This is an optimization exercise on Yosys and OpenROAD, whose aim is small area and few clock cycles, not a production implementation.
In this exercise RTL edits were held to simulation tests only and were not proved equivalent to the original.
Power figures rest on the tool's default switching activity, not on a simulated workload. The flow treats the clock pin as an ideal source, which a real chip does not have.

==> config.mk <==
export PLATFORM = sky130hd
export DESIGN_NAME = nearest_neighbour_downscaler
export DESIGN_NICKNAME = nearest_neighbour_downscaler
export VERILOG_FILES = /design/flow/design.v
export SDC_FILE = /design/flow/constraint.sdc
export NUM_CORES = 4
export LEC_CHECK = 0
export CAP_MARGIN = 20
export CORE_MARGIN = 2
export CORE_UTILIZATION = 40
export CTS_BUF_LIST = sky130_fd_sc_hd__clkbuf_16
export CTS_CLUSTER_DIAMETER = 100
export CTS_CLUSTER_SIZE = 30
export SLEW_MARGIN = 20
export SYNTH_MEMORY_MAX_BITS = 16384
==> constraint.sdc <==
create_clock -name core_clock -period 10.0 [get_ports {clk}]
set_input_delay 2.0000 -clock core_clock [delete_from_list [all_inputs] [get_ports {clk}]]
set_output_delay 2.0000 -clock core_clock [all_outputs]
set_load 0.01 [all_outputs]
==> design.v <==
package nnd_pkg;
	localparam int DIM_W = 9;
	localparam int OY_W = 6;
	localparam int CH_W = 8;
	localparam int OP_W = 2;
	localparam int CFG_IDX_W = 1;
	localparam int OUT_SIZE_DEF = 50;
	localparam int MAX_SOURCE_DIM_DEF = 256;
	localparam int PW = 4 * CH_W;
	localparam int NS = OUT_SIZE_DEF;
	localparam logic [OP_W-1:0] OP_PUSH = 2'd0;
	localparam logic [OP_W-1:0] OP_REPLAY = 2'd1;
	localparam logic [OP_W-1:0] OP_RESTART = 2'd2;
endpackage
module nnd_ctrl (
	input  logic [8:0] d,
	output logic [7:0] vm1,
	output logic [2:0] q,
	output logic [5:0] r
);
	logic [8:0] v;
	always_comb begin
		if (d[8]) vm1 = 8'd255;
		else if (d[7:0] == 8'd0) vm1 = 8'd0;
		else vm1 = d[7:0] - 8'd1;
		q = 3'(vm1 >= 8'd49) + 3'(vm1 >= 8'd99) + 3'(vm1 >= 8'd149) +
			3'(vm1 >= 8'd199) + 3'(vm1 >= 8'd249);
		v = {1'b0, vm1} + 9'd1;
		r = 6'(v - 9'(q) * 9'd50);
	end
endmodule
module nnd_dp (
	input  logic        clk,
	input  logic        push,
	input  logic [31:0] pdata,
	input  logic        pop,
	input  logic        flush,
	output logic        room,
	output logic        head_v,
	output logic [31:0] head
);
	localparam int NS = nnd_pkg::NS;
	logic [31:0] d [NS];
	logic [NS-1:0] v, h, take;
	always_comb begin
		for (int i = 0; i < NS; i++) begin
			h[i] = !v[i] || (i == 0 ? pop : h[i-1]);
			if (i < NS - 1) take[i] = v[i+1] && h[i];
			else take[i] = push && (h[i] || flush);
		end
	end
	always_ff @(posedge clk) begin
		for (int i = 0; i < NS; i++) begin
			if (flush) v[i] <= take[i] && i == NS - 1;
			else v[i] <= take[i] || (v[i] && !(i == 0 ? pop : h[i-1]));
		end
	end
	always_ff @(posedge clk) begin
		for (int i = 0; i < NS; i++) begin
			if (take[i]) d[i] <= (i == NS - 1) ? pdata : d[(i + 1) % NS];
		end
	end
	assign room = h[NS-1];
	assign head_v = v[0];
	assign head = d[0];
endmodule
module nearest_neighbour_downscaler #(
	parameter int OUT_SIZE = nnd_pkg::OUT_SIZE_DEF,
	parameter int MAX_SOURCE_DIM = nnd_pkg::MAX_SOURCE_DIM_DEF
) (
	input  logic                            clk,
	input  logic                            arst_n,
	input  logic                            cfg_valid,
	output logic                            cfg_ready,
	input  logic [nnd_pkg::CFG_IDX_W-1:0]   cfg_index,
	input  logic [nnd_pkg::DIM_W-1:0]       cfg_data,
	input  logic                            in_valid,
	output logic                            in_ready,
	input  logic [nnd_pkg::OP_W-1:0]        operation,
	input  logic [nnd_pkg::CH_W-1:0]        red_in,
	input  logic [nnd_pkg::CH_W-1:0]        green_in,
	input  logic [nnd_pkg::CH_W-1:0]        blue_in,
	input  logic [nnd_pkg::CH_W-1:0]        alpha_in,
	output logic                            out_valid,
	input  logic                            out_ready,
	output logic [nnd_pkg::CH_W-1:0]        red_out,
	output logic [nnd_pkg::CH_W-1:0]        green_out,
	output logic [nnd_pkg::CH_W-1:0]        blue_out,
	output logic [nnd_pkg::CH_W-1:0]        alpha_out,
	output logic [nnd_pkg::OY_W-1:0]        out_column,
	output logic [nnd_pkg::OY_W-1:0]        out_line,
	output logic                            row_last,
	output logic                            replay_pending,
	output logic                            image_done
);
	logic [7:0] wm1_q;
	logic [2:0] qw_q, qh_q;
	logic [5:0] rw_q, rh_q;
	logic [7:0] cfg_vm1;
	logic [2:0] cfg_q;
	logic [5:0] cfg_r;
	logic big;
	logic [7:0] col_q;
	logic fin_q;
	logic [5:0] orow_q, hacc_q, acc_q;
	logic [3:0] dr_q;
	logic [2:0] wd_q;
	logic stale_q;
	logic e_act_q;
	logic [5:0] ox_q;
	logic op_push, op_rep, op_rst;
	logic col_last, emit_row, sampled, rep_ok, last_oy, rep_may;
	logic xfer, ox_last, pop, e_end, act_free, stall, acc;
	logic do_push, do_we, do_emit, do_rst;
	logic [6:0] hsum, asum;
	logic hc, ac;
	logic [2:0] hstep;
	logic room, head_v, fpush, flush;
	logic [31:0] rdata, pdata;
	assign cfg_ready = 1'b1;
	nnd_ctrl u_cfg (
		.d   (cfg_data),
		.vm1 (cfg_vm1),
		.q   (cfg_q),
		.r   (cfg_r)
	);
	always_ff @(posedge clk or negedge arst_n) begin
		if (!arst_n) begin
			wm1_q <= 8'd255;
			qw_q <= 3'd5;
			rw_q <= 6'd6;
			qh_q <= 3'd5;
			rh_q <= 6'd6;
		end else if (cfg_valid) begin
			if (cfg_index == 1'b0) begin
				wm1_q <= cfg_vm1;
				qw_q <= cfg_q;
				rw_q <= cfg_r;
			end else begin
				qh_q <= cfg_q;
				rh_q <= cfg_r;
			end
		end
	end
	assign big = qw_q != 3'd0;
	assign out_valid = e_act_q && head_v;
	assign xfer = out_valid && out_ready;
	assign ox_last = ox_q == 6'd49;
	assign asum = {1'b0, acc_q} + {1'b0, rw_q};
	assign ac = asum >= 7'd50;
	assign pop = xfer && (big || ac || ox_last);
	assign e_end = xfer && ox_last;
	assign act_free = !e_act_q || e_end;
	assign op_push = operation == nnd_pkg::OP_PUSH;
	assign op_rep = operation == nnd_pkg::OP_REPLAY;
	assign op_rst = operation == nnd_pkg::OP_RESTART;
	assign col_last = col_q == wm1_q;
	assign emit_row = dr_q == 4'd0;
	assign rep_may = dr_q == 4'hf;
	assign sampled = !big || wd_q == 3'd0;
	assign rep_ok = !fin_q && col_q == 8'd0 && rep_may;
	assign last_oy = orow_q == 6'd49;
	always_comb begin
		stall = 1'b0;
		case (operation)
			nnd_pkg::OP_PUSH: stall = !fin_q && (rep_may && e_act_q ||
				emit_row && ((sampled && (stale_q ? e_act_q : !room)) || (col_last && !act_free)));
			nnd_pkg::OP_REPLAY: stall = rep_ok && !act_free;
			nnd_pkg::OP_RESTART: stall = e_act_q;
			default: stall = 1'b0;
		endcase
	end
	assign in_ready = !stall;
	assign acc = in_valid && !stall;
	assign do_push = acc && op_push && !fin_q;
	assign do_we = do_push && emit_row && sampled;
	assign do_emit = (do_push && col_last && emit_row) || (acc && op_rep && rep_ok);
	assign do_rst = acc && op_rst;
	assign hsum = {1'b0, hacc_q} + {1'b0, rh_q};
	assign hc = hsum >= 7'd50;
	assign hstep = qh_q + 3'(hc);
	always_ff @(posedge clk or negedge arst_n) begin
		if (!arst_n) begin
			col_q <= '0;
			fin_q <= 1'b0;
			orow_q <= '0;
			hacc_q <= '0;
			dr_q <= '0;
			wd_q <= '0;
		end else if (do_rst) begin
			col_q <= '0;
			fin_q <= 1'b0;
			orow_q <= '0;
			hacc_q <= '0;
			dr_q <= '0;
			wd_q <= '0;
		end else begin
			if (do_push) begin
				if (col_last) begin
					col_q <= '0;
					wd_q <= '0;
					if (!emit_row && dr_q != 4'he) dr_q <= dr_q - 4'd1;
				end else begin
					col_q <= col_q + 8'd1;
					if (do_we) wd_q <= qw_q + 3'(ac) - 3'd1;
					else if (wd_q != 3'd0) wd_q <= wd_q - 3'd1;
				end
			end
			if (do_emit) begin
				if (last_oy) begin
					fin_q <= 1'b1;
				end else begin
					orow_q <= orow_q + 6'd1;
					hacc_q <= 6'(hc ? hsum - 7'd50 : hsum);
					dr_q <= {1'b0, hstep} - 4'd1;
				end
			end
		end
	end
	always_ff @(posedge clk or negedge arst_n) begin
		if (!arst_n) acc_q <= '0;
		else if (big ? (do_rst || do_push && col_last) : do_emit) acc_q <= '0;
		else if (big ? do_we : xfer) acc_q <= 6'(ac ? asum - 7'd50 : asum);
	end
	always_ff @(posedge clk or negedge arst_n) begin
		if (!arst_n) begin
			e_act_q <= 1'b0;
		end else if (do_emit) begin
			e_act_q <= 1'b1;
		end else if (e_end) begin
			e_act_q <= 1'b0;
		end
	end
	always_ff @(posedge clk) begin
		if (do_emit) ox_q <= '0;
		else if (xfer) ox_q <= ox_q + 6'd1;
	end
	always_ff @(posedge clk or negedge arst_n) begin
		if (!arst_n) begin
			stale_q <= 1'b1;
		end else if (do_rst || (e_end && rep_may)) begin
			stale_q <= 1'b1;
		end else if (do_emit || flush) begin
			stale_q <= 1'b0;
		end
	end
	assign flush = do_we && stale_q;
	assign fpush = do_we || (pop && rep_may);
	assign pdata = do_we ? {alpha_in, blue_in, green_in, red_in} : rdata;
	nnd_dp u_store (
		.clk    (clk),
		.push   (fpush),
		.pdata  (pdata),
		.pop    (pop),
		.flush  (flush),
		.room   (room),
		.head_v (head_v),
		.head   (rdata)
	);
	assign red_out = rdata[7:0];
	assign green_out = rdata[15:8];
	assign blue_out = rdata[23:16];
	assign alpha_out = rdata[31:24];
	assign out_column = ox_q;
	assign out_line = fin_q ? 6'd49 : orow_q - 6'd1;
	assign row_last = ox_last;
	assign replay_pending = !fin_q && rep_may;
	assign image_done = ox_last && fin_q;
endmodule
==> run.sh <==
#!/bin/bash
# synth_recipe.tcl (not shown) runs the flow's synth.tcl, then flattens the netlist and writes it again
# the make line also repeats each setting of config.mk as NAME=value (left out here)
make -C /OpenROAD-flow-scripts/flow DESIGN_CONFIG=/design/flow/config.mk WORK_HOME=/design/flow/orfs CLKGATE_MAP_FILE= SYNTH_SCRIPT=/design/flow/synth_recipe.tcl finish
==> impl_metrics.toml, run 1 <==
[critical_path]
critPathRequiredTime_ns = 10.51
critPathKind = "input port to flop"
crit_fanout = 8
cp.arrival_ns = 7.72
start_kind = "input port"
r2r_start = "rw_q[1]"
reg2regPathDepth = 13
r2r_slack_ns = 5.45
cp-end-kind = "flop"
worstReg2RegEnd = "u_store.d[19][8]"

[route]
drt_drc_violations_left = 0
vias = 22200
drt_pass1_iterations = 5
wl_per_cell_um = 20.6
postRouteAntennaNets = 0
drt_iter0_drc = 1963
viasPerCell = 4.92
routed_wl_mm = 93.4

[sta]
rsz0062_at_grt = "false"
finalClockSkew_ns = 0.0463
finalSetupTns_ns = 0
setup_viol = 0
fin_crit_ns = 7.20
period_share_pct = 72.0
hold_viol_final = 0
fmax_ghz = 0.139
slew_viol_final = 0
tightest_slew_ns = 0.995
worst_slew_margin_rel_pct = 33.2

[synth]
ys_seq_area_share_pct = 91.0
synth_area_mm2 = 0.0557
yosysWarnings = 4
synth.distinct_cells = 81
postSynthCellCount = 2493
synthArstFlopShare_pct = 3.61
synthesis.nets = 2589
avgSynthCellArea_um2 = 22.4
ys_seq_elements = 1718
yosysTopAreaCell = "edfxtp_1"
synth-edff-count = 1600
yosysTopAreaCellShare_pct = 86.2
synth_top_flop_cell = "edfxtp_1"
synthTopCellsByArea = "edfxtp_1 (86%), dfrtp_1 (2.0%), dfxtp_1 (2.0%)"

[place]
port-buffer-count = 97
place_inst = 4402
gp_congestion = 0.854
hpwlAfterDp_mm = 59.4

[cts]
clockBufferDepth = 3
clkTransAtPathRegs_ns = 0.11
cts-resized-gates = 0
cts_tree = "built"
clkLatencyLatePin_ns = 0.69
cts_setup_buffers = 0
cts_buffers = 70
root_buffer = "clkbuf_16"
clock-sinks = 1718
cts_hold_buf = 0
htreeDepth = 3

[min_path]
hold_path.class = "flop to flop"
hold_depth = 0
min_to = "u_store.d[47][29]"
min-delay-start = "u_store.d[48][29]"

[layout]
final_cell_mix = "edfxtp_1 (1,600), nor2_1 (103), clkdlybuf4s50_1 (96)"
drive_above_1_share_pct = 10.0
layout_commonest_cell = "edfxtp_1"
num-fill-cells = 11400
syn2layout_area_growth_pct = 11.2
fin_nets = 2783
instances_no_fill = 4521

[floorplan]
start_util_pct = 40.4
dieArea_mm2 = 0.142
die_w_um = 377
num_rows = 136
core_mm2 = 0.138
fp.dieH_um = 377
io_pins = 99

[power_and_ir_drop]
max-vdd-ir-drop_mv = 0.147
power_leakage_nw = 19.7
powerDensity_mw_per_mm2 = 216

[job]
drv_cap = 0

[grt]
grt_pass1_vias = 22600
track_usage_pct = 12.9
grt_overflow_total = 0
antenna_found_initial = 3
grt_pass1_wl_mm = 138
grt_max_degree = 63

[outcome]
outcome = "complete, no violations"
-- cell families (layout without fill, tap and decap cells) --
kind of cell / count (synthesis) / count (layout) / synth area share (%)
and+or+nand+nor: 329 / 329 / 2.98
DFF: 1718 / 1718 / 91.0
xor gates and xnor gates: 42 / 42 / 0.660
AOI/OAI and AO/OA: 204 / 204 / 2.46
adders and majority gates: 47 / 47 / 1.12
muxes: 51 / 51 / 1.00
buffers and inverters: 101 / 329 / 0.747
other: 1 / 7 / 0.00673
-- critical path, stage by stage --
cell and delay (ns):
clkdlybuf4s50_1 0.46, inv_1 0.08, ha_1 0.18, nor3b_1 0.43
and4_1 0.43, a21oi_1 0.08, nor2_1 0.32, o21ai_0 0.21
o21ai_0 0.20, a31oi_1 0.10, ha_1 0.30, inv_1 0.05
fa_1 0.49, inv_1 0.05, ha_1 0.20, fa_1 0.52
inv_1 0.08, ha_1 0.31, inv_1 0.06, fa_1 0.45
inv_1 0.07, a21o_1 0.12, a21oi_1 0.08, xnor2_1 0.19
xnor2_1 0.16, o21ai_0 0.11
-- routing by layer --
layer | share of wire, % | GRT usage (%) | wire [µm]
met5 | 0 | 0 | 0
met4 | 2.1 | 3.15 | 1970
met3 | 5.4 | 2.74 | 5030
met2 | 48 | 21.1 | 44700
met1 | 45 | 17.7 | 41700
-- synthesized netlist by cell type, types with 10 or more instances --
library cell,count
a21boi_0,16
a21oi_1,54
a31oi_1,18
buf_2,12
clkbuf_1,19
dfrtp_1,45
dfstp_2,17
dfxtp_1,56
edfxtp_1,1600
ha_1,42
inv_1,66
mux2_2,38
mux2i_1,12
nand2_1,70
nand3_1,38
nand4_1,17
nor2_1,105
nor2b_1,15
nor4_1,10
o21ai_0,42
xnor2_1,19
xor2_1,23
-- registers in the layout, indices dropped and copies added, names as in the netlist, 8 cells and up --
signal / cells
col_q: 8
u_store.d: 1600
u_store.v: 50
wm1_q: 8
-- how the worst max path moves through the flow --
stage	from	end	slack, ns	depth (start not counted)
after global placement	cfg_data[0]	rw_q[5]	2.41	26
final	cfg_data[0]	rw_q[5]	2.80	26
after global routing	cfg_data[0]	rw_q[5]	2.41	26
after floorplan	cfg_data[0]	rw_q[5]	3.33	26
after detailed placement	cfg_data[0]	rw_q[5]	2.26	26
after CTS	cfg_data[0]	rw_q[5]	2.94	26
-- cell type report --
type                    instances  area [µm²]  area share, %
inverters                      66         248          0.400
well taps                    1794        2240           3.62
diodes                          6        15.0         0.0242
repair buffers                157        1730           2.79
multi-input cells             674        4910           7.91
clock inverters                35         330          0.533
flip-flops and latches       1718       50700           81.9
clock buffers                  71        1780           2.87
-- where the power goes --
part / leakage (nW) / internal, W / switching [W]
clock: 1.10 / 0.00137 / 0.00204
combinational: 2.89 / 0.000396 / 0.000733
sequential: 15.7 / 0.00859 / 0.000267
-- stage by stage --
| stage | hold WS, ns | power [W] | setup WS (ns) | util [%] | area (µm²) |
|---|---|---|---|---|---|
| global placement | 0.401 | 0.0101 | 2.41 | 43.1 | 59400 |
| global route | 0.415 | 0.0140 | 2.41 | 45.0 | 62000 |
| CTS | 0.411 | 0.0135 | 2.94 | 44.8 | 61800 |
| detailed placement | 0.405 | 0.0101 | 2.26 | 43.3 | 59700 |
| finish | 0.411 | 0.0134 | 2.80 | 45.0 | 62000 |
| floorplan | 0.400 | 0.00960 | 3.33 | - | 55700 |
Testbench counts, summed over its fixed seeds: cycles 685,379.
==> run 2, diff against run 1 <==
--- a/config.mk
+++ b/config.mk
@@ -8,7 +8,7 @@
 export CAP_MARGIN = 20
 export CORE_MARGIN = 2
 export CORE_UTILIZATION = 40
-export CTS_BUF_LIST = sky130_fd_sc_hd__clkbuf_16
+export CTS_BUF_LIST = sky130_fd_sc_hd__clkbuf_8 sky130_fd_sc_hd__clkbuf_16
 export CTS_CLUSTER_DIAMETER = 100
 export CTS_CLUSTER_SIZE = 30
 export SLEW_MARGIN = 20
==> impl_metrics.toml, run 2 <==
[critical_path]
critPathMostFrequentCell = "inv_1"
path_buf_inv = 7
critPathSlowestCell = "fa_1"
cpLargestDelayFamily = "adder cells"
crit_fanout = 8
max_stage_delay_ns = 0.52
cp-end-kind = "flop"
start_kind = "input port"
cp.arrival_ns = 7.72
critPathKind = "input port to flop"
critPathRequiredTime_ns = 10.51

[sta]
worst_slew_margin_rel_pct = 33.2
hold_viol_final = 0
finalClockSkew_ns = 0.0463
whs_ns = 0.411
rsz0062_at_grt = "false"
period_share_pct = 72.0
slew_viol_final = 0
tightest_slew_ns = 0.995
finalSetupTns_ns = 0
fin_crit_ns = 7.20
fmax_ghz = 0.139
setup_viol = 0

[cts]
clkTransAtPathRegs_ns = 0.11
clkLatencyLatePin_ns = 0.69
clock-sinks = 1718
clockBufferDepth = 3
root_buffer = "clkbuf_16"
cts_buffers = 70
htreeDepth = 3
cts_hold_buf = 0
cts-resized-gates = 0
cts_tree = "built"
cts_setup_buffers = 0

[power_and_ir_drop]
powerDensity_mw_per_mm2 = 216
swShare_pct = 22.7
comb_power_share_pct = 8.4
power.share.sequential_pct = 66.1
clkPwrFrac_pct = 25.5
power_leakage_nw = 19.7
max-vdd-ir-drop_mv = 0.147
p_sw_w = 0.00304
p_int_w = 0.0104

[grt]
track_usage_pct = 12.9
antenna_found_initial = 3
use_met3_pct = 2.74
grtUsageMet1_pct = 17.7
grt_pass1_vias = 22600
met2_usage_pct = 21.1
grt_overflow_total = 0
grt_max_degree = 63
busiest_layer = "met2"
grt_pass1_wl_mm = 138

[route]
routed_wl_mm = 93.4
viasPerCell = 4.92
drt_pass1_iterations = 5
drt_iter0_drc = 1963
vias = 22200
wl_per_cell_um = 20.6
drt_drc_violations_left = 0
postRouteAntennaNets = 0

[min_path]
hold_path.class = "flop to flop"

[synth]
synth-edff-count = 1600
synth_area_mm2 = 0.0557
synthArstFlopShare_pct = 3.61
ys_seq_area_share_pct = 91.0
ys_seq_elements = 1718
yosysTopAreaCell = "edfxtp_1"
synthTopCellsByArea = "edfxtp_1 (86%), dfrtp_1 (2.0%), dfxtp_1 (2.0%)"
synthesis.nets = 2589
postSynthCellCount = 2493
yosysTopAreaCellShare_pct = 86.2
avgSynthCellArea_um2 = 22.4
synth_common_cells = "edfxtp_1 (1,600), nor2_1 (105), nand2_1 (70)"
synth.distinct_cells = 81
synth_most_common_cell = "edfxtp_1"
synth_top_flop_cell = "edfxtp_1"
yosysWarnings = 4

[outcome]
outcome = "complete, no violations"

[layout]
syn2layout_area_growth_pct = 11.2
fin_nets = 2783
layout_commonest_cell = "edfxtp_1"
drive_above_1_share_pct = 10.0
final_cell_mix = "edfxtp_1 (1,600), nor2_1 (103), clkdlybuf4s50_1 (96)"
top_register = "u_store.d"
largest_reg_flops = 1600
instances_no_fill = 4521
final_core_util_pct = 45.0
reg_top3 = "u_store.d: 1600 flops, u_store.v: 50 flops"
num-fill-cells = 11400

[floorplan]
dieArea_mm2 = 0.142
core_mm2 = 0.138
num_rows = 136
start_util_pct = 40.4
die_w_um = 377
fp.dieH_um = 377
io_pins = 99

[place]
port-buffer-count = 97
hpwlAfterDp_mm = 59.4
place_inst = 4402
gp_congestion = 0.854

[job]
drv_cap = 0
## run 2: cell counts in the layout (fill, tap and decap cells not counted)
No cell type changed its count.
## run 2: power by group through the flow
stage | Clock (W) | Combinational (W) | Sequential, W
after global placement | 0 | 0.00104 | 0.00901
after global routing | 0.00381 | 0.00125 | 0.00890
final | 0.00341 | 0.00113 | 0.00885
after CTS | 0.00356 | 0.00111 | 0.00887
after floorplan | 0 | 0.000703 | 0.00890
after detailed placement | 0 | 0.00111 | 0.00902
## run 2: cell type report
type / count / area, µm² / area share, %
diodes: 6 / 15.0 / 0.0242
clock buffers: 71 / 1780 / 2.87
clock inverters: 35 / 330 / 0.533
inverters: 66 / 248 / 0.400
multi-input cells: 674 / 4910 / 7.91
flip-flops and latches: 1718 / 50700 / 81.9
well taps: 1794 / 2240 / 3.62
repair buffers: 157 / 1730 / 2.79
## run 2: final timing paths
kind	slack, ns	from	to	cells after the start
min in group asynchronous	1.52	arst_n	orow_q[4]	2
worst min-delay path	0.41	u_store.d[48][29]	u_store.d[47][29]	0
worst max register to register	5.45	rw_q[1]	u_store.d[19][8]	13
worst max-delay path	2.80	cfg_data[0]	rw_q[5]	26
worst min register to register	0.41	u_store.d[48][29]	u_store.d[47][29]	0
max in group asynchronous	7.85	arst_n	acc_q[0]	2
## run 2: cell families after synthesis
logic type	count (synthesis)	share of synthesized area (%)
other cells	1	0.00673
flops	1718	91.0
xor+xnor	42	0.660
mux	51	1.00
compound gates	204	2.46
fa+ha+maj	47	1.12
simple gates	329	2.98
buf+inv	101	0.747
## run 2: worst register-to-register path: cells and delay by family, from the launching register on
family          cells  cell delay, ns
compound gates      4            1.09
simple gates        2            0.89
fa+ha+maj           2            0.68
buf+inv             4            0.64
flops               1            0.59
xor+xnor            1            0.30
## run 2: through the flow
step | power [W] | setup WS [ns] | instance area [µm²]
2_1_floorplan | 0.00960 | 3.33 | 55700
3_3_place_gp | 0.0101 | 2.41 | 59400
3_5_place_dp | 0.0101 | 2.26 | 59700
4_1_cts | 0.0135 | 2.94 | 61800
5_1_grt | 0.0140 | 2.41 | 62000
6_report | 0.0134 | 2.80 | 62000
## run 2: layer usage
| metal | routed length, µm | up-vias |
|---|---|---|
| li1 | - | 10000 |
| met1 | 41700 | 11600 |
| met2 | 44700 | 433 |
| met3 | 5030 | 124 |
| met4 | 1970 | 0 |
| met5 | 0 | - |
==> run 3, diff against run 2 <==
--- a/config.mk
+++ b/config.mk
@@ -8,8 +8,5 @@
 export CAP_MARGIN = 20
 export CORE_MARGIN = 2
 export CORE_UTILIZATION = 40
-export CTS_BUF_LIST = sky130_fd_sc_hd__clkbuf_8 sky130_fd_sc_hd__clkbuf_16
-export CTS_CLUSTER_DIAMETER = 100
-export CTS_CLUSTER_SIZE = 30
 export SLEW_MARGIN = 20
 export SYNTH_MEMORY_MAX_BITS = 16384
==> impl_metrics.toml, run 3 <==
[power_and_ir_drop]
p_int_w = 0.0123
power.share.sequential_pct = 56.1
max-vdd-ir-drop_mv = 0.167
swShare_pct = 22.0
power_leakage_nw = 21.1
clkPwrFrac_pct = 36.7
p_sw_w = 0.00348
comb_power_share_pct = 7.1
powerDensity_mw_per_mm2 = 243

[synth]
synth_common_cells = "edfxtp_1 (1,600), nor2_1 (105), nand2_1 (70)"
synth_most_common_cell = "edfxtp_1"
ys_seq_elements = 1718
synthesis.nets = 2589
synthTopCellsByArea = "edfxtp_1 (86%), dfrtp_1 (2.0%), dfxtp_1 (2.0%)"
synth_top_family_by_area = "simple AND/OR/NAND/NOR gates"
yosysWarnings = 4
synth_top_flop_cell = "edfxtp_1"
yosysTopAreaCellShare_pct = 86.2
synth_area_mm2 = 0.0557
avgSynthCellArea_um2 = 22.4
synth-xor-area-share_pct = 0.660
postSynthCellCount = 2493
synth-simple-area-share_pct = 2.98
synthArstFlopShare_pct = 3.61
ys_seq_area_share_pct = 91.0
synth-edff-count = 1600
yosysTopAreaCell = "edfxtp_1"
synth.distinct_cells = 81
synth_fa_ha_area_share_pct = 1.12
synth-compound-area-share_pct = 2.46
muxShareOfSynthArea_pct = 1.00

[sta]
tightest_slew_ns = 0.991
hold_viol_final = 0
period_share_pct = 70.9
finalSetupTns_ns = 0
finalClockSkew_ns = 0.0438
setup_slack_ns = 2.91
fin_crit_ns = 7.09
worst_slew_margin_rel_pct = 33.4
slew_viol_final = 0
rsz0062_at_grt = "false"
setup_viol = 0
fmax_ghz = 0.141

[layout]
layout_commonest_cell = "edfxtp_1"
instances_no_fill = 4704
syn2layout_area_growth_pct = 16.5
largest_reg_flops = 1600
fin_nets = 2876
top_register = "u_store.d"
final_core_util_pct = 47.1
reg_top3 = "u_store.d: 1600 flops, u_store.v: 50 flops"
final_cell_mix = "edfxtp_1 (1,600), clkbuf_16 (165), nor2_1 (103)"
drive_above_1_share_pct = 13.9

[floorplan]
dieArea_mm2 = 0.142
num_rows = 136
start_util_pct = 40.4
die_w_um = 377
fp.dieH_um = 377
io_pins = 99
core_mm2 = 0.138

[route]
drt_pass1_iterations = 5
met3_wirelength_mm = 5.80
drt_iter0_drc = 2004
routed_wl_mm = 95.6
highest_layer = "met4"
wl_met1_mm = 42.3
met2_length_mm = 45.2
viasPerCell = 4.86
wl_per_cell_um = 20.3
postRouteAntennaNets = 0
vias = 22900
drt_drc_violations_left = 0

[place]
gp_congestion = 0.854
place_inst = 4402
port-buffer-count = 97
dp_slack_ns = 2.26
hpwlAfterDp_mm = 59.4

[cts]
cts_tree = "built"
clkTransAtPathRegs_ns = 0.06
cts_hold_buf = 0
clockBufferDepth = 3
clkLatencyLatePin_ns = 0.76
root_buffer = "clkbuf_16"
cts-resized-gates = 0
cts_setup_buffers = 0
clock-sinks = 1718
htreeDepth = 4
cts_buffers = 163

[outcome]
outcome = "complete, no violations"

[critical_path]
cp.arrival_ns = 7.69
critPathLaunch = "cfg_data[0]"
critPathRequiredTime_ns = 10.60
start_kind = "input port"
r2r_start = "rw_q[1]"
cp-end-kind = "flop"
crit_path_end = "rw_q[5]"
r2r_slack_ns = 5.47
crit_fanout = 8
worstReg2RegEnd = "u_store.d[21][25]"
critPathKind = "input port to flop"
reg2regPathDepth = 13

[grt]
grt_max_degree = 63
grt_pass1_wl_mm = 143
grt_pass1_vias = 23700
grt_overflow_total = 0
antenna_found_initial = 4
track_usage_pct = 13.4

[min_path]
hold_path.class = "flop to flop"

[job]
drv_cap = 0
run 3: cell counts after synthesis:
No cell type changed its count.
run 3: power groups by stage:
stage | logic, W | clock network [W] | registers (W)
after floorplan | 0.000703 | 0 | 0.00890
after global placement | 0.00104 | 0 | 0.00901
after detailed placement | 0.00111 | 0 | 0.00902
after CTS | 0.00111 | 0.00600 | 0.00888
after global routing | 0.00125 | 0.00630 | 0.00891
final | 0.00113 | 0.00581 | 0.00887
run 3: per-stage QoR:
step / power (W) / area (µm²) / hold slack (ns)
after floorplan: 0.00960 / 55700 / 0.400
after global placement: 0.0101 / 59400 / 0.401
after detailed placement: 0.0101 / 59700 / 0.405
after CTS: 0.0160 / 64800 / 0.398
after global routing: 0.0165 / 64900 / 0.404
final: 0.0158 / 65000 / 0.401
run 3: area by class of cell:
class	count	area, µm²
diodes	3	7.51
clock buffers	209	4350
clock inverters	83	727
fillers	11200	72900
inverters	66	248
multi-input cells	674	4910
flip-flops and latches	1718	50700
well taps	1794	2240
repair buffers	157	1730
run 3: worst min-delay path by stage:
stage / slack (ns) / endpoint / start / cells after the start
after floorplan: 0.40 / u_store.d[0][0] / u_store.d[1][0] / 0
after global placement: 0.40 / u_store.d[28][27] / u_store.d[29][27] / 0
after detailed placement: 0.40 / u_store.d[10][22] / u_store.d[11][22] / 0
after CTS: 0.40 / u_store.d[25][24] / u_store.d[26][24] / 0
after global routing: 0.40 / u_store.d[17][29] / u_store.d[18][29] / 0
final: 0.40 / u_store.d[14][22] / u_store.d[15][22] / 0
run 3: critical path, cell delays in order:
cell	delay, ns
clkdlybuf4s50_1	0.46
inv_1	0.08
ha_1	0.18
nor3b_1	0.45
and4_1	0.43
a21oi_1	0.07
nor2_1	0.31
o21ai_0	0.20
o21ai_0	0.19
a31oi_1	0.10
ha_1	0.30
inv_1	0.05
fa_1	0.47
inv_1	0.04
ha_1	0.20
fa_1	0.52
inv_1	0.08
ha_1	0.30
inv_1	0.06
fa_1	0.45
inv_1	0.07
a21o_1	0.12
a21oi_1	0.08
xnor2_1	0.19
xnor2_1	0.16
o21ai_0	0.11
run 3: cells by family (layout without fill, tap and decap cells):
| family | after synthesis | after routing |
|---|---|---|
| other | 1 | 4 |
| flip-flops | 1718 | 1718 |
| AO/OA/AOI/OAI | 204 | 204 |
| adder cells (fa/ha/maj) | 47 | 47 |
| XOR/XNOR | 42 | 42 |
| multiplexers | 51 | 51 |
| AND/OR/NAND/NOR | 329 | 329 |
| buffers and inverters | 101 | 515 |
run 3: metal layers:
metal	vias to the layer above	GRT usage [%]
li1	10300	-
met1	11800	17.9
met2	521	21.3
met3	168	3.45
met4	0	4.60
met5	-	0
==> run 4, diff against run 3 <==
--- a/config.mk
+++ b/config.mk
@@ -5,8 +5,11 @@
 export SDC_FILE = /design/flow/constraint.sdc
 export NUM_CORES = 4
 export LEC_CHECK = 0
-export CAP_MARGIN = 20
+export CAP_MARGIN = 0
 export CORE_MARGIN = 2
 export CORE_UTILIZATION = 40
-export SLEW_MARGIN = 20
+export CTS_BUF_LIST = sky130_fd_sc_hd__clkbuf_16
+export CTS_CLUSTER_DIAMETER = 100
+export CTS_CLUSTER_SIZE = 30
+export SLEW_MARGIN = 0
 export SYNTH_MEMORY_MAX_BITS = 16384
==> impl_metrics.toml, run 4 <==
[critical_path]
r2r_slack_ns = 5.32
critPathRequiredTime_ns = 10.51
reg2regPathDepth = 11
critPathLaunch = "cfg_data[0]"
critPathKind = "input port to flop"
crit_fanout = 8
worstReg2RegEnd = "u_store.d[47][7]"
r2r_start = "rw_q[1]"
start_kind = "input port"
critPathMostFrequentCell = "inv_1"
cp.arrival_ns = 7.63
critPathSlowestCell = "fa_1"
cpLargestDelayFamily = "adder cells"
path_buf_inv = 7
cp-end-kind = "flop"
max_stage_delay_ns = 0.52

[cts]
clkLatencyLatePin_ns = 0.68
cts_setup_buffers = 0
cts-resized-gates = 0
cts_buffers = 68
cts_tree = "built"
clock-sinks = 1718
htreeDepth = 3
cts_hold_buf = 0
root_buffer = "clkbuf_16"
clockBufferDepth = 3
clkTransAtPathRegs_ns = 0.11

[grt]
antenna_found_initial = 4
grt_max_degree = 63
grt_pass1_wl_mm = 138
grt_overflow_total = 0
track_usage_pct = 12.8
grt_pass1_vias = 22600

[power_and_ir_drop]
powerDensity_mw_per_mm2 = 215
max-vdd-ir-drop_mv = 0.129
power_leakage_nw = 19.5

[place]
port-buffer-count = 97
dp_slack_ns = 2.23
gp_congestion = 0.854
hpwlAfterDp_mm = 58.5

[sta]
setup_slack_ns = 2.88
fin_crit_ns = 7.12
finalClockSkew_ns = 0.0241
rsz0062_at_grt = "false"
fmax_ghz = 0.140
finalSetupTns_ns = 0
period_share_pct = 71.2
worst_slew_margin_rel_pct = 16.7
slew_viol_final = 0
whs_ns = 0.416
tightest_slew_ns = 1.25
hold_viol_final = 0
setup_viol = 0

[route]
vias = 21900
drt_pass1_iterations = 5
postRouteAntennaNets = 0
wl_per_cell_um = 20.6
drt_drc_violations_left = 0
routed_wl_mm = 92.7
viasPerCell = 4.87
drt_iter0_drc = 2021

[layout]
drive_above_1_share_pct = 9.30
largest_reg_flops = 1600
fin_nets = 2766
top_register = "u_store.d"
final_cell_mix = "edfxtp_1 (1,600), nor2_1 (103), clkdlybuf4s50_1 (96)"
num-fill-cells = 11400
layout_commonest_cell = "edfxtp_1"
diodes = 0
reg_top3 = "u_store.d: 1600 flops, u_store.v: 50 flops"
syn2layout_area_growth_pct = 10.3
final_core_util_pct = 44.6

[min_path]
hold_path.class = "flop to flop"
hold_depth = 0
min_to = "u_store.d[27][27]"
min-delay-start = "u_store.d[28][27]"

[synth]
synth_area_mm2 = 0.0557
synth_common_cells = "edfxtp_1 (1,600), nor2_1 (105), nand2_1 (70)"
synthesis.nets = 2589
synth.distinct_cells = 81
synthArstFlopShare_pct = 3.61
synthTopCellsByArea = "edfxtp_1 (86%), dfrtp_1 (2.0%), dfxtp_1 (2.0%)"
ys_seq_elements = 1718
synth-edff-count = 1600
avgSynthCellArea_um2 = 22.4
synth_most_common_cell = "edfxtp_1"
ys_seq_area_share_pct = 91.0
yosysTopAreaCellShare_pct = 86.2
synth_top_flop_cell = "edfxtp_1"
postSynthCellCount = 2493
yosysWarnings = 4
yosysTopAreaCell = "edfxtp_1"

[floorplan]
die_w_um = 377
dieArea_mm2 = 0.142
core_mm2 = 0.138
start_util_pct = 40.4
io_pins = 99
num_rows = 136
fp.dieH_um = 377

[job]
drv_cap = 0

[outcome]
outcome = "complete, no violations"
-- run 4: cell counts after synthesis --
Identical to the previous run, type by type.
-- run 4: how the worst max path moves through the flow --
stage                          end  slack, ns  cells after the start
final                      rw_q[5]       2.88                     26
after global routing       rw_q[5]       2.45                     26
after CTS                 in_ready       2.97                     10
after detailed placement   rw_q[5]       2.23                     26
after global placement     rw_q[5]       2.41                     26
after floorplan            rw_q[5]       3.33                     26
-- run 4: kinds of logic after synthesis --
kind of cell / count (synthesis) / synth area share, %
adders and majority gates: 47 / 1.12
and+or+nand+nor: 329 / 2.98
xor gates and xnor gates: 42 / 0.660
DFF: 1718 / 91.0
AOI/OAI and AO/OA: 204 / 2.46
other: 1 / 0.00673
buffers and inverters: 101 / 0.747
muxes: 51 / 1.00
-- run 4: metrics by stage --
step                instances  power (W)  cell area [µm²]
floorplan                2493    0.00960            55700
global placement         4393     0.0101            59400
detailed placement       4393     0.0101            59400
CTS                      4503     0.0134            61500
global route             4504     0.0138            61500
finish                   4504     0.0132            61500
-- run 4: where the power goes --
| part | switching, W | internal (W) | total, W |
|---|---|---|---|
| registers | 0.000264 | 0.00859 | 0.00886 |
| clock network | 0.00201 | 0.00132 | 0.00332 |
| logic | 0.000720 | 0.000346 | 0.00107 |
-- run 4: final cells by class --
cell class | instances | area (µm²) | area share [%]
clock buffers | 69 | 1730 | 2.81
inverters | 66 | 248 | 0.403
well taps | 1794 | 2240 | 3.65
clock inverters | 41 | 294 | 0.478
flip-flops and latches | 1718 | 50700 | 82.5
repair buffers | 142 | 1320 | 2.14
multi-input cells | 674 | 4900 | 7.98
-- run 4: worst register-to-register path: cells and delay by family (launching register included) --
kind | cells | cell delay [ns]
compound gates | 4 | 1.48
simple gates | 1 | 0.77
fa+ha+maj | 2 | 0.69
flops | 1 | 0.58
buf+inv | 3 | 0.40
xor+xnor | 1 | 0.29
-- run 4: metal layers --
metal | wire (µm) | GRT usage, % | up-vias | share of wire [%]
li1 | - | - | 9986 | -
met1 | 41300 | 17.4 | 11500 | 45
met2 | 45000 | 21.3 | 382 | 48
met3 | 4780 | 2.78 | 102 | 5.2
met4 | 1700 | 2.91 | 0 | 1.8
met5 | 0 | 0 | - | 0
==> run 5, diff against run 4 <==
--- a/design.v
+++ b/design.v
@@ -14,19 +14,12 @@
 endpackage
 module nnd_ctrl (
 	input  logic [8:0] d,
-	output logic [7:0] vm1,
-	output logic [2:0] q,
-	output logic [5:0] r
+	output logic [7:0] vm1
 );
-	logic [8:0] v;
 	always_comb begin
 		if (d[8]) vm1 = 8'd255;
 		else if (d[7:0] == 8'd0) vm1 = 8'd0;
 		else vm1 = d[7:0] - 8'd1;
-		q = 3'(vm1 >= 8'd49) + 3'(vm1 >= 8'd99) + 3'(vm1 >= 8'd149) +
-			3'(vm1 >= 8'd199) + 3'(vm1 >= 8'd249);
-		v = {1'b0, vm1} + 9'd1;
-		r = 6'(v - 9'(q) * 9'd50);
 	end
 endmodule
 module nnd_dp (
@@ -93,61 +86,49 @@
 	output logic                            replay_pending,
 	output logic                            image_done
 );
-	logic [7:0] wm1_q;
-	logic [2:0] qw_q, qh_q;
-	logic [5:0] rw_q, rh_q;
+	logic [7:0] wm1_q, hm1_q;
 	logic [7:0] cfg_vm1;
-	logic [2:0] cfg_q;
-	logic [5:0] cfg_r;
 	logic big;
-	logic [7:0] col_q;
+	logic [7:0] col_q, g_q;
 	logic fin_q;
-	logic [5:0] orow_q, hacc_q, acc_q;
-	logic [3:0] dr_q;
-	logic [2:0] wd_q;
+	logic [5:0] orow_q;
+	logic [8:0] e_q;
 	logic stale_q;
 	logic e_act_q;
 	logic [5:0] ox_q;
 	logic op_push, op_rep, op_rst;
-	logic col_last, emit_row, sampled, rep_ok, last_oy, rep_may;
+	logic col_last, emit_row, sampled, rep_ok, last_oy, rep_may, dead;
 	logic xfer, ox_last, pop, e_end, act_free, stall, acc;
 	logic do_push, do_we, do_emit, do_rst;
-	logic [6:0] hsum, asum;
-	logic hc, ac;
-	logic [2:0] hstep;
+	logic [8:0] gw, gw50, g50, eh;
+	logic ac;
 	logic room, head_v, fpush, flush;
 	logic [31:0] rdata, pdata;
 	assign cfg_ready = 1'b1;
 	nnd_ctrl u_cfg (
 		.d   (cfg_data),
-		.vm1 (cfg_vm1),
-		.q   (cfg_q),
-		.r   (cfg_r)
+		.vm1 (cfg_vm1)
 	);
 	always_ff @(posedge clk or negedge arst_n) begin
 		if (!arst_n) begin
 			wm1_q <= 8'd255;
-			qw_q <= 3'd5;
-			rw_q <= 6'd6;
-			qh_q <= 3'd5;
-			rh_q <= 6'd6;
+			hm1_q <= 8'd255;
 		end else if (cfg_valid) begin
 			if (cfg_index == 1'b0) begin
 				wm1_q <= cfg_vm1;
-				qw_q <= cfg_q;
-				rw_q <= cfg_r;
 			end else begin
-				qh_q <= cfg_q;
-				rh_q <= cfg_r;
+				hm1_q <= cfg_vm1;
 			end
 		end
 	end
-	assign big = qw_q != 3'd0;
+	assign big = wm1_q >= 8'd49;
 	assign out_valid = e_act_q && head_v;
 	assign xfer = out_valid && out_ready;
 	assign ox_last = ox_q == 6'd49;
-	assign asum = {1'b0, acc_q} + {1'b0, rw_q};
-	assign ac = asum >= 7'd50;
+	assign gw = {1'b0, g_q} + {1'b0, wm1_q} + 9'd1;
+	assign gw50 = gw - 9'd50;
+	assign g50 = {1'b0, g_q} - 9'd50;
+	assign ac = !gw50[8];
 	assign pop = xfer && (big || ac || ox_last);
 	assign e_end = xfer && ox_last;
 	assign act_free = !e_act_q || e_end;
@@ -155,9 +136,10 @@
 	assign op_rep = operation == nnd_pkg::OP_REPLAY;
 	assign op_rst = operation == nnd_pkg::OP_RESTART;
 	assign col_last = col_q == wm1_q;
-	assign emit_row = dr_q == 4'd0;
-	assign rep_may = dr_q == 4'hf;
-	assign sampled = !big || wd_q == 3'd0;
+	assign emit_row = !e_q[8] && e_q[7:0] < 8'd50;
+	assign rep_may = e_q >= 9'd462;
+	assign dead = e_q[8] && !rep_may;
+	assign sampled = !big || g50[8];
 	assign rep_ok = !fin_q && col_q == 8'd0 && rep_may;
 	assign last_oy = orow_q == 6'd49;
 	always_comb begin
@@ -176,34 +158,25 @@
 	assign do_we = do_push && emit_row && sampled;
 	assign do_emit = (do_push && col_last && emit_row) || (acc && op_rep && rep_ok);
 	assign do_rst = acc && op_rst;
-	assign hsum = {1'b0, hacc_q} + {1'b0, rh_q};
-	assign hc = hsum >= 7'd50;
-	assign hstep = qh_q + 3'(hc);
+	assign eh = e_q + {1'b0, hm1_q} + 9'd1;
 	always_ff @(posedge clk or negedge arst_n) begin
 		if (!arst_n) begin
 			col_q <= '0;
 			fin_q <= 1'b0;
 			orow_q <= '0;
-			hacc_q <= '0;
-			dr_q <= '0;
-			wd_q <= '0;
+			e_q <= '0;
 		end else if (do_rst) begin
 			col_q <= '0;
 			fin_q <= 1'b0;
 			orow_q <= '0;
-			hacc_q <= '0;
-			dr_q <= '0;
-			wd_q <= '0;
+			e_q <= '0;
 		end else begin
 			if (do_push) begin
 				if (col_last) begin
 					col_q <= '0;
-					wd_q <= '0;
-					if (!emit_row && dr_q != 4'he) dr_q <= dr_q - 4'd1;
+					if (!emit_row && !dead) e_q <= e_q - 9'd50;
 				end else begin
 					col_q <= col_q + 8'd1;
-					if (do_we) wd_q <= qw_q + 3'(ac) - 3'd1;
-					else if (wd_q != 3'd0) wd_q <= wd_q - 3'd1;
 				end
 			end
 			if (do_emit) begin
@@ -211,16 +184,15 @@
 					fin_q <= 1'b1;
 				end else begin
 					orow_q <= orow_q + 6'd1;
-					hacc_q <= 6'(hc ? hsum - 7'd50 : hsum);
-					dr_q <= {1'b0, hstep} - 4'd1;
+					e_q <= emit_row ? eh - 9'd50 : eh;
 				end
 			end
 		end
 	end
 	always_ff @(posedge clk or negedge arst_n) begin
-		if (!arst_n) acc_q <= '0;
-		else if (big ? (do_rst || do_push && col_last) : do_emit) acc_q <= '0;
-		else if (big ? do_we : xfer) acc_q <= 6'(ac ? asum - 7'd50 : asum);
+		if (!arst_n) g_q <= '0;
+		else if (big ? (do_rst || do_push && col_last) : do_emit) g_q <= '0;
+		else if (big ? do_push : xfer) g_q <= 8'(big ? (sampled ? gw50 : g50) : (ac ? gw50 : gw));
 	end
 	always_ff @(posedge clk or negedge arst_n) begin
 		if (!arst_n) begin
--- a/config.mk
+++ b/config.mk
@@ -7,7 +7,7 @@
 export LEC_CHECK = 0
 export CAP_MARGIN = 0
 export CORE_MARGIN = 2
-export CORE_UTILIZATION = 40
+export CORE_UTILIZATION = 60
 export CTS_BUF_LIST = sky130_fd_sc_hd__clkbuf_16
 export CTS_CLUSTER_DIAMETER = 100
 export CTS_CLUSTER_SIZE = 30
==> impl_metrics.toml, run 5 <==
[synth]
yosysTopAreaCellShare_pct = 86.6
synth_common_cells = "edfxtp_1 (1,600), nor2_1 (88), a21oi_1 (68)"
synth.distinct_cells = 77
synthTopCellsByArea = "edfxtp_1 (87%), dfxtp_1 (2.0%), dfrtp_1 (1.5%)"
yosysTopAreaCell = "edfxtp_1"
yosysWarnings = 4
avgSynthCellArea_um2 = 22.5
synth_area_mm2 = 0.0555
synthesis.nets = 2547
synth_top_flop_cell = "edfxtp_1"
ys_seq_elements = 1706
postSynthCellCount = 2465
synth_most_common_cell = "edfxtp_1"
synth-edff-count = 1600
ys_seq_area_share_pct = 90.9
synthArstFlopShare_pct = 2.93

[place]
hpwlAfterDp_mm = 56.9
gp_congestion = 0.827
port-buffer-count = 97
place_area_mm2 = 0.0583

[floorplan]
die_w_um = 308
start_util_pct = 60.5
fp.dieH_um = 308
num_rows = 111
io_pins = 99
dieArea_mm2 = 0.0949
core_mm2 = 0.0917

[cts]
htreeDepth = 3
cts_tree = "built"
clkTransAtPathRegs_ns = 0.11
clock-sinks = 1706
cts_hold_buf = 0
clockBufferDepth = 3
clkLatencyLatePin_ns = 0.67
root_buffer = "clkbuf_16"
cts_setup_buffers = 0
cts-resized-gates = 0
cts_buffers = 67

[critical_path]
start_kind = "input port"
crit_fanout = 13
r2r_start = "wm1_q[0]"
critPathKind = "input port to primary output"
critPathSlowestCell = "a221oi_1"
cp.arrival_ns = 4.80
critPathRequiredTime_ns = 8.00
max_stage_delay_ns = 0.57
cp_cell_sequence = "clkdlybuf4s50_1 -> and3_1 -> nand2_1 -> a221oi_1 -> nand3_1 -> nand3b_1 -> nand3_1 -> clkdlybuf4s50_1"
worstReg2RegEnd = "u_store.v[48]"
reg2regPathDepth = 13
r2r_slack_ns = 4.82
cp-end-kind = "primary output"

[min_path]
min_to = "u_store.d[32][17]"
min-delay-start = "u_store.d[33][17]"
hold_depth = 0
hold_path.class = "flop to flop"

[sta]
period_share_pct = 68.0
finalClockSkew_ns = 0.0308
fmax_ghz = 0.147
slew_viol_final = 0
tightest_slew_ns = 0.985
hold_viol_final = 0
fin_crit_ns = 6.80
whs_ns = 0.408
finalSetupTns_ns = 0
rsz0062_at_grt = "false"
worst_slew_margin_rel_pct = 33.9
setup_viol = 0

[power_and_ir_drop]
powerDensity_mw_per_mm2 = 212
power_leakage_nw = 19.1
max-vdd-ir-drop_mv = 0.146
finalPower_w = 0.0127

[layout]
syn2layout_area_growth_pct = 8.53
fin_nets = 2738
top_register = "u_store.d"
final_area_mm2 = 0.0602
reg_top3 = "u_store.d: 1600 flops, u_store.v: 50 flops, e_q: 9 flops"
diodes = 0
final_core_util_pct = 65.7
largest_reg_flops = 1600
drive_above_1_share_pct = 8.90
final_cell_mix = "edfxtp_1 (1,600), clkdlybuf4s50_1 (96), nor2_1 (87)"
layout_commonest_cell = "edfxtp_1"

[route]
routed_wl_mm = 90.5
drt_pass1_iterations = 5
postRouteAntennaNets = 0
drt_iter0_drc = 2112
drt_drc_violations_left = 0
viasPerCell = 5.56
wl_per_cell_um = 23.3
vias = 21600

[grt]
track_usage_pct = 19.1
grt_pass1_vias = 21300
grt_pass1_wl_mm = 132
grt_overflow_total = 0
grt_max_degree = 51
antenna_found_initial = 1

[job]
drv_cap = 0

[outcome]
outcome = "complete, no violations"
-- run 5: critical path: cells and delay by family --
family                 cells  cell delay (ns)
AND/OR/NAND/NOR            5             1.22
buffers and inverters      2             1.00
AO/OA/AOI/OAI              1             0.57
-- run 5: power breakdown --
part           internal (W)  switching, W  total (W)
registers           0.00829      0.000201    0.00849
clock network       0.00127       0.00195    0.00322
logic              0.000347      0.000672    0.00102
total               0.00991       0.00282     0.0127
-- run 5: layout make-up --
| class | count | area, µm² |
|---|---|---|
| tap | 1186 | 1480 |
| sequential | 1706 | 50400 |
| timing repair buffer | 150 | 1360 |
| multi-input combinational | 702 | 4860 |
| fill | 5955 | 31500 |
| clock inverter | 42 | 231 |
| inverter | 29 | 109 |
| clock buffer | 68 | 1700 |
-- run 5: how the worst max path moves through the flow --
| stage | from | to | slack, ns | depth (start not counted) |
|---|---|---|---|---|
| after floorplan | out_ready | u_store.d[16][0] | 3.94 | 7 |
| after global placement | out_ready | in_ready | 3.18 | 8 |
| after detailed placement | out_ready | in_ready | 3.24 | 8 |
| after CTS | out_ready | in_ready | 3.24 | 8 |
| after global routing | out_ready | in_ready | 3.05 | 8 |
| final | out_ready | in_ready | 3.20 | 8 |
-- run 5: metrics by stage --
step                instances  setup WS (ns)
floorplan                2465           3.94
global placement         3773           3.18
detailed placement       3773           3.24
CTS                      3883           3.24
global route             3883           3.05
finish                   3883           3.20
-- run 5: cell families (layout without fill, tap and decap cells) --
group / count (synthesis) / count (layout) / share of synthesized area (%)
flops: 1706 / 1706 / 90.9
fa+ha+maj: 33 / 33 / 0.772
buf+inv: 57 / 289 / 0.526
simple gates: 375 / 375 / 3.85
compound gates: 201 / 201 / 2.29
xor+xnor: 55 / 55 / 0.869
other cells: 1 / 1 / 0.00676
mux: 37 / 37 / 0.744
-- run 5: metal layers --
layer	vias to the layer above	GRT usage, %	share of wire [%]
met1	11100	27.1	44
li1	9910	-	-
met4	0	4.54	2.1
met2	434	31.0	49
met3	101	3.96	5.5
met5	-	0	0
Testbench counts of run 5, summed over its fixed seeds: cycles 685,379.
==> run 6, diff against run 5 <==
--- a/config.mk
+++ b/config.mk
@@ -7,7 +7,7 @@
 export LEC_CHECK = 0
 export CAP_MARGIN = 0
 export CORE_MARGIN = 2
-export CORE_UTILIZATION = 60
+export CORE_UTILIZATION = 40
 export CTS_BUF_LIST = sky130_fd_sc_hd__clkbuf_16
 export CTS_CLUSTER_DIAMETER = 100
 export CTS_CLUSTER_SIZE = 30
==> impl_metrics.toml, run 6 <==
[layout]
top_register = "u_store.d"
final_cell_mix = "edfxtp_1 (1,600), clkdlybuf4s50_1 (96), nor2_1 (87)"
fin_nets = 2737
final_area_mm2 = 0.0610
drive_above_1_share_pct = 9.18
largest_reg_flops = 1600
layout_commonest_cell = "edfxtp_1"
multi_input_area_mm2 = 0.00487
syn2layout_area_growth_pct = 9.97
num-fill-cells = 11400
seqCellArea_mm2 = 0.0504
diodes = 0
reg_top3 = "u_store.d: 1600 flops, u_store.v: 50 flops, e_q: 9 flops"

[synth]
synth_area_mm2 = 0.0555
synthesis.nets = 2547
ys_seq_area_share_pct = 90.9
synthArstFlopShare_pct = 2.93
synth.distinct_cells = 77
postSynthCellCount = 2465
synth_common_cells = "edfxtp_1 (1,600), nor2_1 (88), a21oi_1 (68)"
synth-edff-count = 1600
synth_most_common_cell = "edfxtp_1"
ys_seq_elements = 1706
synthTopCellsByArea = "edfxtp_1 (87%), dfxtp_1 (2.0%), dfrtp_1 (1.5%)"
yosysWarnings = 4
synth_top_flop_cell = "edfxtp_1"
yosysTopAreaCell = "edfxtp_1"
yosysTopAreaCellShare_pct = 86.6
avgSynthCellArea_um2 = 22.5

[grt]
grt_overflow_total = 0
grt_max_degree = 51
track_usage_pct = 12.6
antenna_found_initial = 8
grt_pass1_vias = 22100
grt_pass1_wl_mm = 135

[floorplan]
start_util_pct = 40.3
dieArea_mm2 = 0.142
core_mm2 = 0.137
io_pins = 99
die_w_um = 376
num_rows = 136
fp.dieH_um = 376

[cts]
htreeDepth = 3
clock-sinks = 1706
root_buffer = "clkbuf_16"
cts_setup_buffers = 0
cts_hold_buf = 0
cts_tree = "built"
clockBufferDepth = 3
cts-resized-gates = 0
clkLatencyLatePin_ns = 0.67
clkTransAtPathRegs_ns = 0.10
cts_buffers = 69

[power_and_ir_drop]
powerDensity_mw_per_mm2 = 210
max-vdd-ir-drop_mv = 0.154
power_leakage_nw = 19.1
finalPower_w = 0.0128

[critical_path]
cp.arrival_ns = 4.83
start_kind = "input port"
critPathKind = "input port to primary output"
r2r_start = "wm1_q[0]"
critPathLaunch = "out_ready"
crit_fanout = 13
cp-end-kind = "primary output"
critPathRequiredTime_ns = 8.00

[sta]
rsz0062_at_grt = "false"
setup_slack_ns = 3.17
fmax_ghz = 0.146
fin_crit_ns = 6.83
setup_viol = 0
whs_ns = 0.412
slew_viol_final = 0
period_share_pct = 68.3
tightest_slew_ns = 1.25
finalSetupTns_ns = 0
hold_viol_final = 0
finalClockSkew_ns = 0.0407
worst_slew_margin_rel_pct = 16.3

[route]
viasPerCell = 4.88
vias = 21800
wl_per_cell_um = 20.2
drt_drc_violations_left = 0
postRouteAntennaNets = 0
drt_iter0_drc = 2256
drt_pass1_iterations = 7
routed_wl_mm = 90.3

[place]
gp_congestion = 0.872
place_area_mm2 = 0.0590
port-buffer-count = 97
dp_slack_ns = 3.20
hpwlAfterDp_mm = 57.0

[outcome]
outcome = "complete, no violations"

[min_path]
min-delay-start = "u_store.d[14][4]"
hold_path.class = "flop to flop"

[job]
drv_cap = 0
-- run 6: changes by cell type in the layout (fill, tap and decap cells not counted) --
| cell | previous run | this run |
|---|---|---|
| clkinv_2 | 0 | 1 |
| clkbuf_16 | 68 | 71 |
| o21bai_2 | 1 | 0 |
| buf_4 | 53 | 50 |
| inv_8 | 0 | 1 |
| o21bai_4 | 0 | 1 |
| inv_1 | 62 | 40 |
| inv_6 | 4 | 5 |
| clkinv_16 | 0 | 1 |
| inv_2 | 1 | 3 |
-- run 6: final cells by class --
| type | instances | share of cell area, % |
|---|---|---|
| Timing Repair Buffer | 147 | 2.20 |
| Inverter | 29 | 0.178 |
| Clock buffer | 71 | 2.91 |
| Multi-Input combinational cell | 702 | 7.99 |
| Sequential cell | 1706 | 82.7 |
| Tap cell | 1794 | 3.68 |
| Clock inverter | 26 | 0.347 |
-- run 6: kinds of logic after synthesis --
| kind of cell | after synthesis | synth area share, % |
|---|---|---|
| AO/OA/AOI/OAI | 201 | 2.29 |
| AND/OR/NAND/NOR | 375 | 3.85 |
| multiplexers | 37 | 0.744 |
| other | 1 | 0.00676 |
| flip-flops | 1706 | 90.9 |
| XOR/XNOR | 55 | 0.869 |
| adder cells (fa/ha/maj) | 33 | 0.772 |
| buffers and inverters | 57 | 0.526 |
-- run 6: per-layer routing --
layer | part of all wire [%] | vias to the layer above | routed length (µm) | global-route usage, %
li1 | - | 9905 | - | -
met1 | 43 | 11300 | 39000 | 17.0
met2 | 48 | 501 | 43300 | 20.7
met3 | 6.8 | 116 | 6170 | 2.96
met4 | 2.0 | 0 | 1820 | 2.94
met5 | 0 | - | 0 | 0
-- run 6: worst paths after layout --
path                       slack (ns)          endpoint  depth (start not counted)
min in group asynchronous        1.44         orow_q[4]                          2
max in group asynchronous        8.06            g_q[6]                          2
setup reg to reg                 4.61      u_store.v[0]                         13
hold reg to reg                  0.41  u_store.d[13][4]                          0
setup / recovery                 3.17          in_ready                          8
hold / removal                   0.41  u_store.d[13][4]                          0
-- run 6: metrics by stage --
stage	utilization [%]	instances
finish	44.4	4475
global route	44.4	4475
detailed placement	42.9	4378
CTS	44.4	4475
floorplan	-	2465
global placement	42.9	4378
-- run 6: power by group --
| part | total, W | internal, W | switching, W |
|---|---|---|---|
| logic | 0.00103 | 0.000348 | 0.000678 |
| clock network | 0.00332 | 0.00133 | 0.00199 |
| registers | 0.00848 | 0.00829 | 0.000196 |
-- run 6: worst max-delay path, cell delays in order --
cell	delay [ns]
clkdlybuf4s50_1	0.45
and3_1	0.49
nand2_1	0.22
a221oi_1	0.63
nand3_1	0.14
nand3b_1	0.21
nand3_1	0.12
clkdlybuf4s50_1	0.56
==> run 7, diff against run 6 <==
==> flow/run.sh (new file) <==
#!/bin/bash
# Standard layout with two changes: the port buffers are buf_2 cells, and clock tree
# synthesis uses clkbuf_16 clusters of at most 30 sinks without dummy loads.
set -euo pipefail
export BUFFER_PORTS_ARGS="-buffer_cell sky130_fd_sc_hd__buf_2"
export CTS_ARGS="-sink_clustering_enable -repair_clock_nets -sink_clustering_size 30 -sink_clustering_max_diameter 100 -buf_list sky130_fd_sc_hd__clkbuf_16 -dont_use_dummy_load"
bash standard.sh > standard.log 2>&1
==> standard.sh (new file) <==
#!/bin/bash
# synth_recipe.tcl (not shown) runs the flow's synth.tcl, then flattens the netlist and writes it again
# the make line also repeats each setting of config.mk as NAME=value (left out here)
make -C /OpenROAD-flow-scripts/flow DESIGN_CONFIG=/design/flow/config.mk WORK_HOME=/design/flow/orfs CLKGATE_MAP_FILE= SYNTH_SCRIPT=/design/flow/synth_recipe.tcl "${@:-finish}"
--- a/config.mk
+++ b/config.mk
@@ -7,7 +7,7 @@
 export LEC_CHECK = 0
 export CAP_MARGIN = 0
 export CORE_MARGIN = 2
-export CORE_UTILIZATION = 40
+export CORE_UTILIZATION = 60
 export CTS_BUF_LIST = sky130_fd_sc_hd__clkbuf_16
 export CTS_CLUSTER_DIAMETER = 100
 export CTS_CLUSTER_SIZE = 30
removed: run.sh
==> impl_metrics.toml, run 7 <==
[sta]
hold_viol_final = 0
fmax_ghz = 0.159
setup_viol = 0
finalSetupTns_ns = 0
tightest_slew_ns = 1.21
finalClockSkew_ns = 0.0518
slew_viol_final = 0
setup_slack_ns = 3.72
fin_crit_ns = 6.28
worst_slew_margin_rel_pct = 19.3
rsz0062_at_grt = "false"
period_share_pct = 62.8

[power_and_ir_drop]
power_leakage_nw = 18.9
powerDensity_mw_per_mm2 = 212
power.share.sequential_pct = 67.5
p_sw_w = 0.00275
p_int_w = 0.00983
clkPwrFrac_pct = 24.5
max-vdd-ir-drop_mv = 0.170
comb_power_share_pct = 8.0
swShare_pct = 21.8

[synth]
ys_seq_elements = 1706
synth_top_flop_cell = "edfxtp_1"
synth_common_cells = "edfxtp_1 (1,600), nor2_1 (88), a21oi_1 (68)"
avgSynthCellArea_um2 = 22.5
synth-edff-count = 1600
yosysTopAreaCellShare_pct = 86.6
yosysWarnings = 4
synth_area_mm2 = 0.0555
yosysTopAreaCell = "edfxtp_1"
synthArstFlopShare_pct = 2.93
postSynthCellCount = 2465
ys_seq_area_share_pct = 90.9
synthesis.nets = 2547
synth.distinct_cells = 77
synth_most_common_cell = "edfxtp_1"
synthTopCellsByArea = "edfxtp_1 (87%), dfxtp_1 (2.0%), dfrtp_1 (1.5%)"

[critical_path]
crit_fanout = 11
critPathSlowestCell = "nor4_2"
cp-end-kind = "primary output"
cp_cell_sequence = "inv_1 -> ha_1 -> fa_1 -> nand2b_1 -> a21oi_1 -> xnor2_1 -> nor4_2 -> o311ai_1 -> a31oi_1 -> buf_4 -> nand2_1 -> nand2_1 -> nand3_1 -> buf_2"
critPathRequiredTime_ns = 8.00
critPathKind = "flop to primary output"
max_stage_delay_ns = 0.66
start_kind = "flop"
reg2regPathDepth = 13
cp.arrival_ns = 4.28
critPathMostFrequentCell = "nand2_1"

[layout]
layout_commonest_cell = "edfxtp_1"
final_core_util_pct = 64.9
instances_no_fill = 3839
fin_nets = 2737
diodes = 0
drive_above_1_share_pct = 12.3
reg_top3 = "u_store.d: 1600 flops, u_store.v: 50 flops, e_q: 9 flops"
syn2layout_area_growth_pct = 7.19
final_cell_mix = "edfxtp_1 (1,600), buf_2 (97), nor2_1 (87)"
largest_reg_flops = 1600
top_register = "u_store.d"

[cts]
clkLatencyLatePin_ns = 0.66
root_buffer = "clkbuf_16"
cts-resized-gates = 0
cts_setup_buffers = 0
htreeDepth = 3
clkTransAtPathRegs_ns = 0.10
clockBufferDepth = 3
cts_tree = "built"
cts_buffers = 67
cts_hold_buf = 0
clock-sinks = 1706

[grt]
antenna_found_initial = 2
grt_pass1_wl_mm = 132
grt_pass1_vias = 21400
track_usage_pct = 19.0
grt_max_degree = 51
grt_overflow_total = 0

[route]
viasPerCell = 5.63
drt_drc_violations_left = 0
wl_per_cell_um = 23.3
postRouteAntennaNets = 0
drt_pass1_iterations = 7
vias = 21600
drt_iter0_drc = 2037
routed_wl_mm = 89.5

[floorplan]
start_util_pct = 60.5
fp.dieH_um = 308
die_w_um = 308
dieArea_mm2 = 0.0949
io_pins = 99
num_rows = 111
core_mm2 = 0.0917

[job]
drv_cap = 0

[place]
hpwlAfterDp_mm = 55.6
port-buffer-count = 97
dp_slack_ns = 4.01
place_inst = 3772
gp_congestion = 0.867

[outcome]
outcome = "complete, no violations"

[min_path]
hold_depth = 0
hold_path.class = "flop to flop"
-- run 7: metrics by stage --
stage / instance area (µm²) / power [W] / hold WS [ns]
floorplan: 55500 / 0.00930 / 0.400
global placement: 57800 / 0.00963 / 0.400
detailed placement: 57800 / 0.00966 / 0.405
CTS: 59400 / 0.0127 / 0.373
global route: 59400 / 0.0131 / 0.388
finish: 59400 / 0.0126 / 0.385
-- run 7: worst paths after layout --
kind                                    from           endpoint  slack, ns
min in group asynchronous             arst_n             g_q[4]       1.59
max in group asynchronous             arst_n           col_q[0]       7.63
max                                 wm1_q[0]           in_ready       3.72
max reg2reg                         wm1_q[0]      u_store.v[48]       4.93
min                        u_store.d[19][14]  u_store.d[18][14]       0.39
min reg2reg                u_store.d[19][14]  u_store.d[18][14]       0.39
-- run 7: cell type report --
type | count | area, µm²
clock buffers | 67 | 1680
fillers | 5967 | 32200
inverters | 29 | 109
multi-input cells | 702 | 4860
flip-flops and latches | 1706 | 50400
well taps | 1186 | 1480
repair buffers | 149 | 876
-- run 7: cell families after synthesis --
group,Yosys count,synth area share (%)
xor gates and xnor gates,55,0.869
DFF,1706,90.9
AOI/OAI and AO/OA,201,2.29
muxes,37,0.744
and+or+nand+nor,375,3.85
other,1,0.00676
buffers and inverters,57,0.526
adders and majority gates,33,0.772
-- run 7: power by group through the flow --
stage	combinational, W	sequential [W]	clock [W]
6_report	0.00101	0.00849	0.00308
5_1_grt	0.00113	0.00853	0.00343
4_1_cts	0.00102	0.00850	0.00321
3_5_place_dp	0.00101	0.00865	0
3_3_place_gp	0.000992	0.00864	0
2_1_floorplan	0.000735	0.00856	0
-- run 7: worst max-delay path, delay by kind of cell (launching register included) --
kind | cells | cell delay (ns)
buf+inv | 3 | 0.47
fa+ha+maj | 2 | 0.60
xor+xnor | 1 | 0.18
simple gates | 5 | 1.10
flops | 1 | 0.57
compound gates | 3 | 0.75
-- run 7: layer usage --
metal	global-route usage [%]	wire (µm)	vias up
met4	4.03	1550	0
met1	26.7	39100	11200
met2	31.0	43800	470
li1	-	-	9865
met3	4.22	5110	90
met5	0	0	-

## port drivers added, routing unchanged
The results above use ideal ports. As a check the final layouts listed here were re-extracted and re-timed, cells and wires unchanged.
Step 1: set_driving_cell puts a clkbuf_16 on clk and a buf_2 on each other input, an assumption about the parent block.
Step 2 also shifts input and output timing later by t, the mid clock arrival at the registers, as if the neighbouring blocks saw the same clock.
a / b / c = ideal / step 1 / step 2; a / b = the first two.
run | t, ns | slack for setup (ns) | worst setup path at the end | slew at the worst register clock pin (ns)
run 1 | 0.736 | 2.795 / 2.839 / 2.104 | input to register | 0.11 / 0.11
run 2 | 0.736 | 2.795 / 2.839 / 2.104 | input to register | 0.11 / 0.11
run 3 | 0.811 | 2.908 / 2.915 / 2.140 | input to register | 0.06 / 0.06
run 4 | 0.736 | 2.879 / 2.910 / 2.183 | input to register | 0.11 / 0.11
run 5 | 0.724 | 3.203 / 3.168 / 3.168 | input to output | 0.12 / 0.12
run 6 | 0.716 | 3.172 / 3.143 / 3.143 | input to output | 0.11 / 0.11
run 7 | 0.694 | 3.722 / 3.660 / 3.954 | input to output | 0.12 / 0.12
After both steps every run listed still meets setup and hold. The setup slack of run 3, which loses most, moves by +0.007 ns with the drivers and by -0.768 ns with both steps.
